Context: an optimization exercise on an open-source flow, tuned for small area. The choices shown serve that exercise and are no tape-out recipe.
In this exercise RTL edits were held to simulation tests only and were not proved equivalent to the original.
Power is estimated from default activity; no workload was simulated.

==> design/flow/design.v <==
package fir_pkg;
    typedef enum logic [1:0] {
        S_IDLE   = 2'd0,
        S_LOAD   = 2'd1,
        S_COMMIT = 2'd2
    } load_state_e;
    localparam int LATENCY = 3;
    function automatic integer acc_width(input integer data_w, input integer coef_w, input integer ntaps);
        acc_width = data_w + coef_w + $clog2(ntaps);
    endfunction
endpackage
module fir_coef_bank
#(
    parameter int COEF_W = 16,
    parameter int NTAPS  = 16,
    parameter int IDX_W  = 4
) (
    input  logic                         CLK,
    input  logic                         areset_n,
    input  logic                         tap_valid,
    output logic                         tap_ready,
    input  logic [IDX_W-1:0]             tap_index,
    input  logic [COEF_W-1:0]            tap_value,
    input  logic                         tap_last,
    output logic [NTAPS-1:0][COEF_W-1:0] coef
);
    fir_pkg::load_state_e                  state_q;
    logic                         tap_ready_q;
    logic                         wr_acc;
    logic                         idx_ok;
    logic [NTAPS-1:0][COEF_W-1:0] shadow_q, shadow_d;
    logic [NTAPS-1:0][COEF_W-1:0] active_q, active_d;
    assign wr_acc    = tap_valid & tap_ready_q;
    assign idx_ok    = 32'(tap_index) < NTAPS;
    assign tap_ready = tap_ready_q;
    assign coef      = active_q;
    always_ff @(posedge CLK) begin
        if (!areset_n) begin
            state_q     <= fir_pkg::S_IDLE;
            tap_ready_q <= 1'b0;
        end else begin
            case (state_q)
                fir_pkg::S_IDLE, fir_pkg::S_LOAD: begin
                    tap_ready_q <= 1'b1;
                    if (wr_acc) begin
                        if (tap_last) begin
                            state_q     <= fir_pkg::S_COMMIT;
                            tap_ready_q <= 1'b0;
                        end else begin
                            state_q <= fir_pkg::S_LOAD;
                        end
                    end
                end
                fir_pkg::S_COMMIT: begin
                    state_q     <= fir_pkg::S_IDLE;
                    tap_ready_q <= 1'b1;
                end
                default: begin
                    state_q     <= fir_pkg::S_IDLE;
                    tap_ready_q <= 1'b0;
                end
            endcase
        end
    end
    always_comb begin
        shadow_d = shadow_q;
        active_d = active_q;
        if (wr_acc && idx_ok) begin
            shadow_d[tap_index] = tap_value;
        end
        if (state_q == fir_pkg::S_COMMIT) begin
            active_d = shadow_q;
        end
    end
    always_ff @(posedge CLK) begin
        if (!areset_n) begin
            shadow_q <= '0;
            active_q <= '0;
        end else begin
            shadow_q <= shadow_d;
            active_q <= active_d;
        end
    end
endmodule
module fir_filter_param
#(
    parameter int DATA_W = 16,
    parameter int COEF_W = 16,
    parameter int NTAPS  = 16,
    parameter int OUT_W  = 40,
    parameter int SHIFT  = 0
) (
    input  logic                     CLK,
    input  logic                     areset_n,
    input  logic                     en_FIR,
    input  logic                     tap_valid,
    output logic                     tap_ready,
    input  logic [$clog2(NTAPS)-1:0] tap_index,
    input  logic signed [COEF_W-1:0] tap_value,
    input  logic                     tap_last,
    input  logic                     i_valid,
    input  logic signed [DATA_W-1:0] i_data,
    output logic                     o_valid,
    output logic signed [OUT_W-1:0]  o_data,
    output logic                     o_sat
);
    localparam int IDX_W  = $clog2(NTAPS);
    localparam int PROD_W = DATA_W + COEF_W;
    localparam int ACC_W  = fir_pkg::acc_width(DATA_W, COEF_W, NTAPS);
    localparam int EXT_W  = ((ACC_W + 1 > OUT_W) ? ACC_W + 1 : OUT_W) + 1;
    localparam logic signed [EXT_W-1:0] RND_ONE =
        (SHIFT > 0) ? (EXT_W'(1) << ((SHIFT > 0) ? SHIFT - 1 : 0)) : '0;
    localparam logic signed [EXT_W-1:0] SAT_MAX = {{(EXT_W - OUT_W + 1){1'b0}}, {(OUT_W - 1){1'b1}}};
    localparam logic signed [EXT_W-1:0] SAT_MIN = ~SAT_MAX;
    logic [NTAPS-1:0][COEF_W-1:0] coef;
    logic [NTAPS-1:0][DATA_W-1:0] d_q, d_d;
    logic                     vld0_q, vld0_d;
    logic                     byp0_q, byp0_d;
    logic [NTAPS-1:0][PROD_W-1:0] p_q, p_d;
    logic                     vld1_q, vld1_d;
    logic                     byp1_q, byp1_d;
    logic signed [DATA_W-1:0] bdat1_q, bdat1_d;
    logic signed [ACC_W-1:0]  acc_q, acc_d;
    logic                     vld2_q, vld2_d;
    logic                     byp2_q, byp2_d;
    logic signed [DATA_W-1:0] bdat2_q, bdat2_d;
    logic signed [EXT_W-1:0]  acc_ext;
    logic signed [EXT_W-1:0]  shifted;
    logic                     o_valid_q, o_valid_d;
    logic signed [OUT_W-1:0]  o_data_q, o_data_d;
    logic                     o_sat_q, o_sat_d;
    fir_coef_bank #(
        .COEF_W (COEF_W),
        .NTAPS  (NTAPS),
        .IDX_W  (IDX_W)
    ) u_coef_bank (
        .CLK       (CLK),
        .areset_n  (areset_n),
        .tap_valid (tap_valid),
        .tap_ready (tap_ready),
        .tap_index (tap_index),
        .tap_value (tap_value),
        .tap_last  (tap_last),
        .coef      (coef)
    );
    always_comb begin
        d_d    = d_q;
        vld0_d = i_valid;
        byp0_d = byp0_q;
        if (i_valid) begin
            d_d[0] = i_data;
            for (int k = 1; k < NTAPS; k++) begin
                d_d[k] = d_q[k-1];
            end
            byp0_d = ~en_FIR;
        end
        for (int k = 0; k < NTAPS; k++) begin
            p_d[k] = PROD_W'($signed(d_q[k])) * PROD_W'($signed(coef[k]));
        end
        vld1_d  = vld0_q;
        byp1_d  = byp0_q;
        bdat1_d = d_q[0];
        acc_d = '0;
        for (int k = 0; k < NTAPS; k++) begin
            acc_d = acc_d + ACC_W'($signed(p_q[k]));
        end
        vld2_d  = vld1_q;
        byp2_d  = byp1_q;
        bdat2_d = bdat1_q;
    end
    always_comb begin
        acc_ext   = EXT_W'(acc_q);
        shifted   = (acc_ext + RND_ONE) >>> SHIFT;
        o_valid_d = vld2_q;
        o_data_d  = o_data_q;
        o_sat_d   = 1'b0;
        if (vld2_q) begin
            if (byp2_q) begin
                o_data_d = OUT_W'(bdat2_q);
            end else begin
                if (shifted > SAT_MAX) begin
                    o_data_d = SAT_MAX[OUT_W-1:0];
                    o_sat_d  = 1'b1;
                end else if (shifted < SAT_MIN) begin
                    o_data_d = SAT_MIN[OUT_W-1:0];
                    o_sat_d  = 1'b1;
                end else begin
                    o_data_d = shifted[OUT_W-1:0];
                end
            end
        end
    end
    always_ff @(posedge CLK) begin
        if (!areset_n) begin
            d_q       <= '0;
            vld0_q    <= 1'b0;
            byp0_q    <= 1'b0;
            p_q       <= '0;
            vld1_q    <= 1'b0;
            byp1_q    <= 1'b0;
            bdat1_q   <= '0;
            acc_q     <= '0;
            vld2_q    <= 1'b0;
            byp2_q    <= 1'b0;
            bdat2_q   <= '0;
            o_valid_q <= 1'b0;
            o_data_q  <= '0;
            o_sat_q   <= 1'b0;
        end else begin
            d_q       <= d_d;
            vld0_q    <= vld0_d;
            byp0_q    <= byp0_d;
            p_q       <= p_d;
            vld1_q    <= vld1_d;
            byp1_q    <= byp1_d;
            bdat1_q   <= bdat1_d;
            acc_q     <= acc_d;
            vld2_q    <= vld2_d;
            byp2_q    <= byp2_d;
            bdat2_q   <= bdat2_d;
            o_valid_q <= o_valid_d;
            o_data_q  <= o_data_d;
            o_sat_q   <= o_sat_d;
        end
    end
    assign o_valid = o_valid_q;
    assign o_data  = o_data_q;
    assign o_sat   = o_sat_q;
endmodule
module fir_filter_top (
    input  logic        CLK,
    input  logic        areset_n,
    input  logic        en_FIR,
    input  logic        tap_valid,
    output logic        tap_ready,
    input  logic [3:0]  tap_index,
    input  logic [15:0] tap_value,
    input  logic        tap_last,
    input  logic        i_valid,
    input  logic [15:0] i_data,
    output logic        o_valid,
    output logic [15:0] o_data,
    output logic        o_sat
);
    fir_filter_param #(
        .DATA_W (16),
        .COEF_W (16),
        .NTAPS  (16),
        .OUT_W  (16),
        .SHIFT  (15)
    ) u_fir (
        .CLK       (CLK),
        .areset_n  (areset_n),
        .en_FIR    (en_FIR),
        .tap_valid (tap_valid),
        .tap_ready (tap_ready),
        .tap_index (tap_index),
        .tap_value (tap_value),
        .tap_last  (tap_last),
        .i_valid   (i_valid),
        .i_data    (i_data),
        .o_valid   (o_valid),
        .o_data    (o_data),
        .o_sat     (o_sat)
    );
endmodule
==> design/flow/run.sh <==
#!/bin/bash
# synth_recipe.tcl (not shown) runs the flow's synth.tcl, then flattens the netlist and writes it again
# the make line also repeats each setting of config.mk as NAME=value (left out here)
make -C /OpenROAD-flow-scripts/flow DESIGN_CONFIG=/design/flow/config.mk WORK_HOME=/design/flow/orfs CLKGATE_MAP_FILE= SYNTH_SCRIPT=/design/flow/synth_recipe.tcl finish
==> design/flow/config.mk <==
export PLATFORM = sky130hd
export DESIGN_NAME = fir_filter_top
export DESIGN_NICKNAME = fir_filter_top
export VERILOG_FILES = /design/flow/design.v
export SDC_FILE = /design/flow/constraint.sdc
export NUM_CORES = 4
export LEC_CHECK = 0
export CAP_MARGIN = 20
export CORE_MARGIN = 2
export CORE_UTILIZATION = 45
export SLEW_MARGIN = 20
==> design/flow/constraint.sdc <==
create_clock -name core_clock -period 13.5 [get_ports {CLK}]
set_input_delay 2.7000 -clock core_clock [delete_from_list [all_inputs] [get_ports {CLK}]]
set_output_delay 2.7000 -clock core_clock [all_outputs]
set_load 0.01 [all_outputs]
==> flow_summary.json <==
{
  "ant_nets": 0,
  "dr.pass1.iters": 6,
  "die_w_um": 690,
  "synth_edf_count": 0,
  "insertion_delay_ps": 940,
  "netlist_area_um2": 212000,
  "cap_viol_max_count": 0,
  "cts.clk_slew.worst_paths_ps": 60,
  "synth.most_common_cell": "inv_1",
  "startpoint": "u_fir.p_q[1]",
  "layout-drive-gt1-share": 0.0277,
  "yosysSeqAreaShare": 0.129,
  "synth_top_family_by_area": "adder cells",
  "grt_max_degree": 177,
  "post_cts_buffers": 0,
  "slowest_delay_ps": 490,
  "grt_use_total": 0.263,
  "synth_fa_ha_area_frac": 0.519,
  "power_density_nw_per_um2": 42.2,
  "ctsLongestPathBuffers": 4,
  "viasPerCell": 5.18,
  "nNetsFinal": 28300,
  "r2r-start": "u_fir.p_q[1]",
  "wl_per_cell_um": 21.1,
  "cts_hold_buf": 0,
  "final.setup_skew_ps": 95.4,
  "synth-warning-count": 2,
  "fin_tns_setup_ps": 0,
  "period_share": 0.687,
  "ys.flop_type": "dfxtp_1",
  "avgSynthCellArea_um2": 9.26,
  "fin_crit_ps": 9280,
  "yosys-mux-area-fraction": 0.0247,
  "rsz0062_at_grt": "no",
  "synth_top_area_share": 0.437,
  "cp.arrival_ps": 10100,
  "grt-ovfl-total": 0,
  "fillers": 44400,
  "num_rows": 251,
  "critPathLaunchType": "flip-flop",
  "synthSimpleGateAreaFrac": 0.148,
  "fmax_ghz": 0.108,
  "syn_nets": 28900,
  "crit_top_cell": "fa_1",
  "core_area_um2": 468000,
  "die-area_um2": 476000,
  "maxSlewViolCount": 0,
  "setup_viol": 0,
  "async_flop_share": 0,
  "ys_types": 80,
  "synth_common_cells": "inv_1, fa_1, nand2_1, and2_1, ha_1",
  "maxSlewHeadroom": 0.203,
  "status": "complete, no violations",
  "antenna_found_initial": 48,
  "routed_wl_um": 605000,
  "grt_pass1_wl_um": 955000,
  "finalHoldViolCount": 0,
  "gp_congestion": 0.950,
  "power.total_mw": 9.45,
  "irDropWorstVdd_mv": 0.0915,
  "synth_compound_area_frac": 0.0476,
  "pin_count": 61,
  "dp_hpwl_um": 482000,
  "drtIter0Drc": 10200,
  "synth_area_leaders": "fa_1, dfxtp_1, inv_1",
  "cts_buffers": 173,
  "multi_input_area_um2": 161000,
  "port_buffers": 60,
  "worstPathMaxFanout": 7,
  "start_util": 0.452,
  "synth-xor-area-share": 0.0234,
  "end_kind": "flip-flop",
  "grt_pass1_vias": 158000,
  "syn_inst": 22900,
  "hp-start": "u_fir.bdat1_q[2]",
  "leakage_nw": 98.3,
  "tightest_slew_ps": 1190,
  "cts_resized": 0,
  "critPathRequiredTime_ps": 14320,
  "ctsRootBufferMaster": "clkbuf_16",
  "syn_to_final_growth_pct": 5.76,
  "cts.sinks": 1361,
  "drc": 0,
  "tritoncts": "yes",
  "hp-class": "flip-flop to flip-flop",
  "area.sequential_um2": 27200,
  "ys_ff_latch": 1361,
  "crit_type": "flip-flop to flip-flop",
  "htree_levels": 4,
  "fp.dieH_um": 690,
  "yosysTopAreaCell": "fa_1",
  "crit_slowest_cell": "fa_1",
  "vias": 148000
}
-- logic make-up after synthesis --
kind of cell | after synthesis
simple gates | 6669
xor+xnor | 565
buf+inv | 6160
fa+ha+maj | 6006
compound gates | 1589
mux | 523
flops | 1361
-- per-stage QoR --
step | hold WS, ps | std cells | setup WS [ps] | instance area [um^2] | utilization
floorplan | 412 | 22900 | 5460 | 212000 | -
global placement | 415 | 28300 | 4170 | 218000 | 0.465
detailed placement | 419 | 28300 | 4330 | 218000 | 0.465
CTS | 428 | 28600 | 4260 | 224000 | 0.478
global route | 440 | 28600 | 3690 | 224000 | 0.478
finish | 432 | 28600 | 4220 | 224000 | 0.478
-- per-layer routing --
metal,global-route usage,wire [um],vias to the layer above
li1,-,-,66300
met4,0.0838,22200,14
met3,0.0501,46100,802
met5,0,96,-
met2,0.417,276000,4264
met1,0.364,261000,76700
-- path summary, 6_finish.rpt --
kind / depth (start not counted) / slack (ps) / to
worst min register to register: 1 / 430 / u_fir.bdat2_q[2]
worst min-delay path: 1 / 430 / u_fir.bdat2_q[2]
worst max-delay path: 33 / 4220 / u_fir.acc_q[35]
worst max register to register: 33 / 4220 / u_fir.acc_q[35]
-- layout make-up --
| class | instances | share of cell area |
|---|---|---|
| multi-input cells | 15400 | 0.721 |
| well taps | 6198 | 0.0346 |
| diodes | 24 | 0.000268 |
| flip-flops and latches | 1361 | 0.122 |
| clock buffers | 207 | 0.0212 |
| repair buffers | 291 | 0.0103 |
| inverters | 5061 | 0.0849 |
| clock inverters | 107 | 0.00624 |
-- layout by cell type (no fill, tap or decap), types with 38 or more instances in the layout --
cell type,synthesis,routed
nor2_1,1121,1113
and3_1,63,63
nand4_1,39,39
nand3_1,99,97
or3_1,38,38
nand2_1,2994,2991
a21o_1,189,189
ha_1,1387,1387
nor3_1,145,145
o21ai_0,243,243
mux2i_1,521,521
a21oi_1,606,606
o21bai_1,61,61
dfxtp_1,1361,1361
buf_4,0,228
a31oi_1,52,52
nand2b_1,275,274
clkbuf_16,0,173
o21a_1,59,59
clkdlybuf4s50_1,0,42
xor2_1,173,173
inv_1,5059,5058
nor2b_1,44,43
and2_1,1748,1748
fa_1,4619,4619
o211ai_1,40,40
a211oi_1,66,66
xnor2_1,392,392
-- critical path: cells and delay by family (launching register included) --
family / cells / cell delay (ps)
AOI/OAI and AO/OA: 11 / 3220
adders and majority gates: 10 / 4250
buffers and inverters: 7 / 410
DFF: 1 / 310
and+or+nand+nor: 5 / 960
-- report_power, final --
part	leakage, nW	switching (mW)	internal (mW)
Sequential	11.0	0.0262	4.03
Clock	2.95	2.13	2.94
Combinational	84.3	0.263	0.0656
Total	98.3	2.42	7.03
-- sequential cells by signal (all words and copies together) (netlist names), 2 cells and up --
register                    cells
u_fir.o_data_q                 16
u_fir.u_coef_bank.active_q    256
u_fir.d_q                     256
u_fir.bdat1_q                  16
u_fir.u_coef_bank.shadow_q    256
u_fir.u_coef_bank.state_q       2
u_fir.p_q                     512
u_fir.acc_q                    22
u_fir.bdat2_q                  16

## afterwards: timing with drivers on the ports
How much do the figures lean on ideal ports? The routed layout below was timed once more, with nothing changed but the port constraints.
Step 1 assumes that a clkbuf_16 drives the clock port and a buf_2 every other input.
Step 2 moves the port delays by t, midway between the first and last clock arrival at a register: inputs arrive t later, outputs are due t later. That takes back most of the time a late clock gives input paths.
a / b / c = ideal / step 1 / step 2; a / b = the first two.
t, ns: 1.009
setup slack, ns: 4.220 / 4.220 / 4.220
worst setup path at the end: register to register
latest minus earliest clock arrival (ns): 0.096 / 0.096
slew at the worst register clock pin (ns): 0.07 / 0.07
After both steps this run still meets setup and hold. For this run, drivers alone change the setup slack by 0.000 ns; drivers and shift together by 0.000 ns.
